Context: an optimization exercise on an open-source flow, tuned for small area. The choices shown serve that exercise and are no tape-out recipe.
The RTL was checked by simulation tests, not by an equivalence proof against the original design.
No activity file was given, so power comes from the tool's default toggle rates.

JK:
==> flow/design.v <==
package discardPkg;
  localparam int CHANNEL_COUNT = 4;
  localparam int CHANNEL_BITS = 2;
  localparam int WORD_BITS = 32;
  localparam int LENGTH_BITS = 8;
  localparam int RESERVED_BITS = WORD_BITS - CHANNEL_BITS - LENGTH_BITS;
  localparam int CREDIT_BITS = 7;
  localparam logic [CREDIT_BITS-1:0] CREDIT_MAX = 7'd64;
  localparam int COUNTER_BITS = 32;
  localparam int STAT_ADDR_BITS = 3;
  localparam logic STAT_KIND_PASSED = 1'b0;
  localparam logic STAT_KIND_DROPPED = 1'b1;
  typedef union packed {
    logic [WORD_BITS-1:0] raw;
    struct packed {
      logic [CHANNEL_BITS-1:0]  channel;
      logic [RESERVED_BITS-1:0] reserved;
      logic [LENGTH_BITS-1:0]   length;
    } header;
  } frameWord;
endpackage
`timescale 1ns/1ps
module discardStat (
  input  logic                                  CLK,
  input  logic                                  reset,
  input  logic [discardPkg::WORD_BITS-1:0]       inData,
  input  logic                                  inValid,
  input  logic                                  inSof,
  input  logic                                  inEof,
  input  logic [discardPkg::CHANNEL_COUNT-1:0]  creditReturn,
  output logic                                  outValid,
  output logic [discardPkg::CHANNEL_BITS-1:0]   outChannel,
  output logic [discardPkg::WORD_BITS-1:0]       outData,
  output logic                                  outSof,
  output logic                                  outEof,
  input  logic                                  statRead,
  input  logic [discardPkg::STAT_ADDR_BITS-1:0] statAddr,
  output logic                                  statValid,
  output logic [discardPkg::COUNTER_BITS-1:0]   statData,
  input  logic                                  statWrite,
  input  logic [discardPkg::COUNTER_BITS-1:0]   statWriteData
);
  localparam int NCH = discardPkg::CHANNEL_COUNT;
  localparam int CB  = discardPkg::CREDIT_BITS;
  localparam int NCNT = 2 * NCH;
  logic [NCH-1:0][CB-1:0] credit;
  logic [NCH-1:0][CB-1:0] creditAvail;
  logic [CB-1:0] selCredit;
  logic [CB+1:0] creditDiff;
  logic          inFits;
  logic          inHeader;
  assign inHeader = inValid && inSof;
  logic [NCH-1:0][CB:0] availCarry;
  always_comb begin
    for (int c = 0; c < NCH; c++) begin
      availCarry[c][0] = creditReturn[c];
      for (int i = 0; i < CB; i++) begin
        creditAvail[c][i]  = credit[c][i] ^ availCarry[c][i];
        availCarry[c][i+1] = credit[c][i] & availCarry[c][i];
      end
    end
  end
  assign selCredit = creditAvail[inData[31:30]];
  logic [CB+1:0] diffBorrow;
  always_comb begin
    diffBorrow[0] = 1'b0;
    for (int i = 0; i <= CB; i++) begin
      if (i < CB) begin
        creditDiff[i]   = selCredit[i] ^ inData[i] ^ diffBorrow[i];
        diffBorrow[i+1] = (!selCredit[i] & (inData[i] | diffBorrow[i]))
                        | (inData[i] & diffBorrow[i]);
      end else begin
        creditDiff[i]   = inData[i] ^ diffBorrow[i];
        diffBorrow[i+1] = inData[i] | diffBorrow[i];
      end
    end
    creditDiff[CB+1] = diffBorrow[CB+1];
  end
  assign inFits = !creditDiff[CB+1];
  logic [CB-1:0] creditLoad;
  assign creditLoad = reset ? discardPkg::CREDIT_MAX : creditDiff[CB-1:0];
  always_ff @(posedge CLK) begin
    for (int c = 0; c < NCH; c++) begin
      if (reset || (inHeader && inFits && inData[31:30] == c)) begin
        credit[c] <= creditLoad;
      end else begin
        credit[c] <= creditAvail[c];
      end
    end
  end
  logic [31:0] d1;
  logic        sof1, eof1, fits1, v1;
  logic        keepCur;
  logic        hdr1;
  logic        fwd1;
  always_ff @(posedge CLK) begin
    d1    <= inData;
    sof1  <= inSof;
    eof1  <= inEof;
    fits1 <= inFits;
    v1    <= inValid && !reset;
  end
  assign hdr1 = v1 && sof1;
  assign fwd1 = v1 && (sof1 ? fits1 : keepCur);
  always_ff @(posedge CLK) begin
    if (reset) begin
      keepCur <= 1'b0;
    end else if (hdr1) begin
      keepCur <= fits1;
    end
  end
  logic [31:0] d2;
  logic        sof2, eof2, v2;
  logic [1:0]  lastChannel;
  always_ff @(posedge CLK) begin
    d2     <= d1;
    sof2   <= sof1;
    eof2   <= eof1;
    v2     <= fwd1 && !reset;
    outData <= d2;
    outSof  <= sof2;
    outEof  <= eof2;
    outValid <= v2 && !reset;
    if (outValid && outSof) begin
      lastChannel <= outData[31:30];
    end
  end
  assign outChannel = outSof ? outData[31:30] : lastChannel;
  logic [NCNT-1:0][31:0] counter;
  logic [NCNT-1:0]       countInc;
  logic [NCNT-1:0]       countLoad;
  logic [31:0]           loadValue;
  assign loadValue = reset ? 32'd0 : statWriteData;
  always_comb begin
    for (int k = 0; k < NCNT; k++) begin
      countInc[k]  = hdr1 && d1[31:30] == k[2:1] && fits1 == !k[0];
      countLoad[k] = reset || (statWrite && statAddr == k[2:0]);
    end
  end
  logic [NCNT-1:0][32:0] countCarry;
  always_comb begin
    for (int k = 0; k < NCNT; k++) begin
      for (int i = 0; i < 32; i++) begin
        if (i == 0) begin
          countCarry[k][i] = countInc[k];
        end else if (i == 11) begin
          countCarry[k][i] = countInc[k] & (&counter[k][10:0]);
        end else if (i == 22) begin
          countCarry[k][i] = countInc[k] & (&counter[k][21:0]);
        end else begin
          countCarry[k][i] = countCarry[k][i-1] & counter[k][i-1];
        end
      end
      countCarry[k][32] = 1'b0;
    end
  end
  always_ff @(posedge CLK) begin
    for (int k = 0; k < NCNT; k++) begin
      if (countLoad[k]) begin
        counter[k] <= loadValue;
      end else begin
        counter[k] <= counter[k] ^ countCarry[k][31:0];
      end
    end
  end
  logic [31:0] readValue;
  always_comb begin
    readValue = '0;
    for (int k = 0; k < NCNT; k++) begin
      readValue = readValue | (counter[k] & {32{statAddr == k[2:0]}});
    end
  end
  always_ff @(posedge CLK) begin
    statValid <= statRead && !reset;
    statData  <= readValue;
  end
endmodule
Settings: LEC_CHECK=0, CAP_MARGIN=20, CORE_MARGIN=2, CORE_UTILIZATION=60, CTS_BUF_LIST=sky130_fd_sc_hd__clkbuf_16, CTS_CLUSTER_DIAMETER=100, CTS_CLUSTER_SIZE=25, SLEW_MARGIN=20; clock period 5.0 ns.
standard.sh (not shown) runs the stock make flow with config.mk's settings and CLKGATE_MAP_FILE= SYNTH_SCRIPT=/design/flow/synth_recipe.tcl, a recipe that flattens the netlist after the stock synthesis.
==> flow/flow/run.sh <==
#!/bin/bash
# The standard layout, with the smallest buffer on every input and output port
# in place of the one buffer_ports picks by default.
set -euo pipefail
export BUFFER_PORTS_ARGS="-buffer_cell sky130_fd_sc_hd__buf_1"
bash standard.sh > standard_flow.log 2>&1
The final layout from JK, which completed every stage, passed the timing, design-rule and antenna checks at the end of the flow.
diff inputs: JK => MS
# JK
export LEC_CHECK = 0
export CAP_MARGIN = 20
export CORE_MARGIN = 2
export CORE_UTILIZATION = 60
export CTS_BUF_LIST = sky130_fd_sc_hd__clkbuf_16
export CTS_CLUSTER_DIAMETER = 100
export CTS_CLUSTER_SIZE = 25
export SLEW_MARGIN = 20
create_clock -name core_clock -period 5.0 [get_ports {CLK}]
# MS
export LEC_CHECK = 0
export CAP_MARGIN = 20
export CORE_MARGIN = 2
export CORE_UTILIZATION = 40
export CTS_BUF_LIST = sky130_fd_sc_hd__clkbuf_16
export CTS_CLUSTER_DIAMETER = 100
export CTS_CLUSTER_SIZE = 25
export SLEW_MARGIN = 20
create_clock -name core_clock -period 5.0 [get_ports {CLK}]
Notes after the runs:
A top routing layer in use of met4 is what MS shows, while met5 belongs to JK. Looking at MS and JK, the fraction of area in clock buffers and inverters is a wash. Between MS and JK, the fraction of power consumed by combinational cells does not differ in any meaningful way. MS against JK: wire length of the first global-routing pass moved up, number of rows created at floorplan rose 15, routed wire length about even, fraction of standard cell area in multi-input logic -0.64 points. Higher proportion of cell area occupied by registers was reported by JK, not MS. Looking at final cell count, MS sits above JK. Measured against MS, the number of placed instances with taps included of JK comes out at 0.919 times the reference value. JK → MS: pin count of the biggest net entering global routing now larger, average routed wire per standard cell lost about 8%.
For AL, these inputs were changed with respect to MS:
# MS
export LEC_CHECK = 0
export CAP_MARGIN = 20
export CORE_MARGIN = 2
export CORE_UTILIZATION = 40
export CTS_BUF_LIST = sky130_fd_sc_hd__clkbuf_16
export CTS_CLUSTER_DIAMETER = 100
export CTS_CLUSTER_SIZE = 25
export SLEW_MARGIN = 20
create_clock -name core_clock -period 5.0 [get_ports {CLK}]
# AL
export LEC_CHECK = 0
export CAP_MARGIN = 20
export CORE_MARGIN = 2
export CORE_UTILIZATION = 60
export CTS_BUF_LIST = sky130_fd_sc_hd__clkbuf_16
export CTS_CLUSTER_DIAMETER = 80
export CTS_CLUSTER_SIZE = 30
export SLEW_MARGIN = 20
create_clock -name core_clock -period 5.0 [get_ports {CLK}]
--- outcome ---
- AL reports a higher global-route met1 utilization than MS does.
- Looking at layout overhead on the synthesized area across MS and AL, the one that comes out lower is AL.
- Looking at die area across MS and AL, the one that comes out higher is MS.
- Going from MS to AL, the placeable core region was found to have gone down by about 34%.
- On proportion of cell area occupied by multi-input gates, the lower figure sits with MS, not AL.
- Re count of port buffers added during placement: no difference whatsoever between AL and MS.
- Final wirelength across MS and AL: no real change.
### AL -> TR
# AL
export LEC_CHECK = 0
export CAP_MARGIN = 20
export CORE_MARGIN = 2
export CORE_UTILIZATION = 60
export CTS_BUF_LIST = sky130_fd_sc_hd__clkbuf_16
export CTS_CLUSTER_DIAMETER = 80
export CTS_CLUSTER_SIZE = 30
export SLEW_MARGIN = 20
create_clock -name core_clock -period 5.0 [get_ports {CLK}]
# TR
export LEC_CHECK = 0
export CAP_MARGIN = 20
export CORE_MARGIN = 2
export CORE_UTILIZATION = 40
export CTS_BUF_LIST = sky130_fd_sc_hd__clkbuf_16
export CTS_CLUSTER_DIAMETER = 100
export CTS_CLUSTER_SIZE = 25
export SLEW_MARGIN = 20
create_clock -name core_clock -period 5.0 [get_ports {CLK}]
==> flow/flow/run.sh <==
#!/bin/bash
# The standard layout with two changes:
#  - synthesis is the standard synthesis, except that ABC maps the logic
#    with flow/abc_area.script (area-oriented mapping) instead of ORFS's
#    speed script; registers, their names and cell types are unchanged;
#  - every input and output port gets the smallest buffer (buf_1) instead of
#    the one buffer_ports picks by default.
# Each tool's output goes to the ORFS logs under orfs/logs; make's own output
# goes to standard_flow.log here.
set -euo pipefail
here=$(pwd)
export BUFFER_PORTS_ARGS="-buffer_cell sky130_fd_sc_hd__buf_1"
{
  head -n 1 synth_recipe.tcl
  cat <<TCL
proc abc {args} {
  set i [lsearch -exact \$args -script]
  if { \$i >= 0 } { lset args [expr { \$i + 1 }] $here/flow/abc_area.script }
  yosys abc {*}\$args
}
TCL
  tail -n +2 synth_recipe.tcl
} > area_synth.tcl
sed "s#SYNTH_SCRIPT=[^ ]*#SYNTH_SCRIPT=$here/area_synth.tcl#" standard.sh > area_standard.sh
grep -q "SYNTH_SCRIPT=$here/area_synth.tcl" area_standard.sh
bash area_standard.sh > standard_flow.log 2>&1
==> flow/flow/abc_area.script (new file) <==
strash
&get -n
&fraig -x
&put
scorr
dc2
strash
&get -n
&dch -f
&nf -R 1000 -a -p
&put
==> summary.txt <==
TR vs. AL: critical path depth went up by 1. Measured against each other, AL and TR differ in clock skew, the higher figure coming from TR. Compared with AL, TR shows a lower post-route non-filler standard cell count. On cell area after layout: between AL and TR, it ends up lower for TR. Per the comparison of TR with AL, post-route core utilization went down; overall power of the completed layout went down; post-synthesis async set-or-reset flop share did not really move.

[static timing again, ports no longer ideal]
No port has a modelled driver above. Below, the same layouts with a new extraction and two added sets of constraints.
Step 1 (the two cells are an assumption about what drives the block):
set clk [get_ports {CLK}]
set_driving_cell -lib_cell sky130_fd_sc_hd__clkbuf_16 $clk
set_driving_cell -lib_cell sky130_fd_sc_hd__buf_2 [delete_from_list [all_inputs] $clk]
Step 2 moves the port delays by t, midway between the first and last clock arrival at a register: inputs arrive t later, outputs are due t later. That takes back most of the time a late clock gives input paths.
Slacks: ideal ports / drivers / drivers and shift; pairs: ideal ports / drivers.
| run | t (ns) | slack for setup (ns) | worst setup path at the end | latest minus earliest clock arrival (ns) |
|---|---|---|---|---|
| JK | 0.583 | 0.221 / 0.253 / -0.330 | input to register | 0.036 / 0.036 |
| MS | 0.605 | 0.256 / 0.279 / -0.325 | input to register | 0.028 / 0.027 |
| AL | 0.596 | 0.201 / 0.231 / -0.365 | input to register | 0.024 / 0.024 |
| TR | 0.599 | 0.231 / 0.258 / -0.341 | input to register | 0.028 / 0.027 |
With both steps, setup timing fails in every run listed, where it was met with ideal ports. The setup slack of MS, which loses most, moves by +0.023 ns with the drivers and by -0.581 ns with both steps.
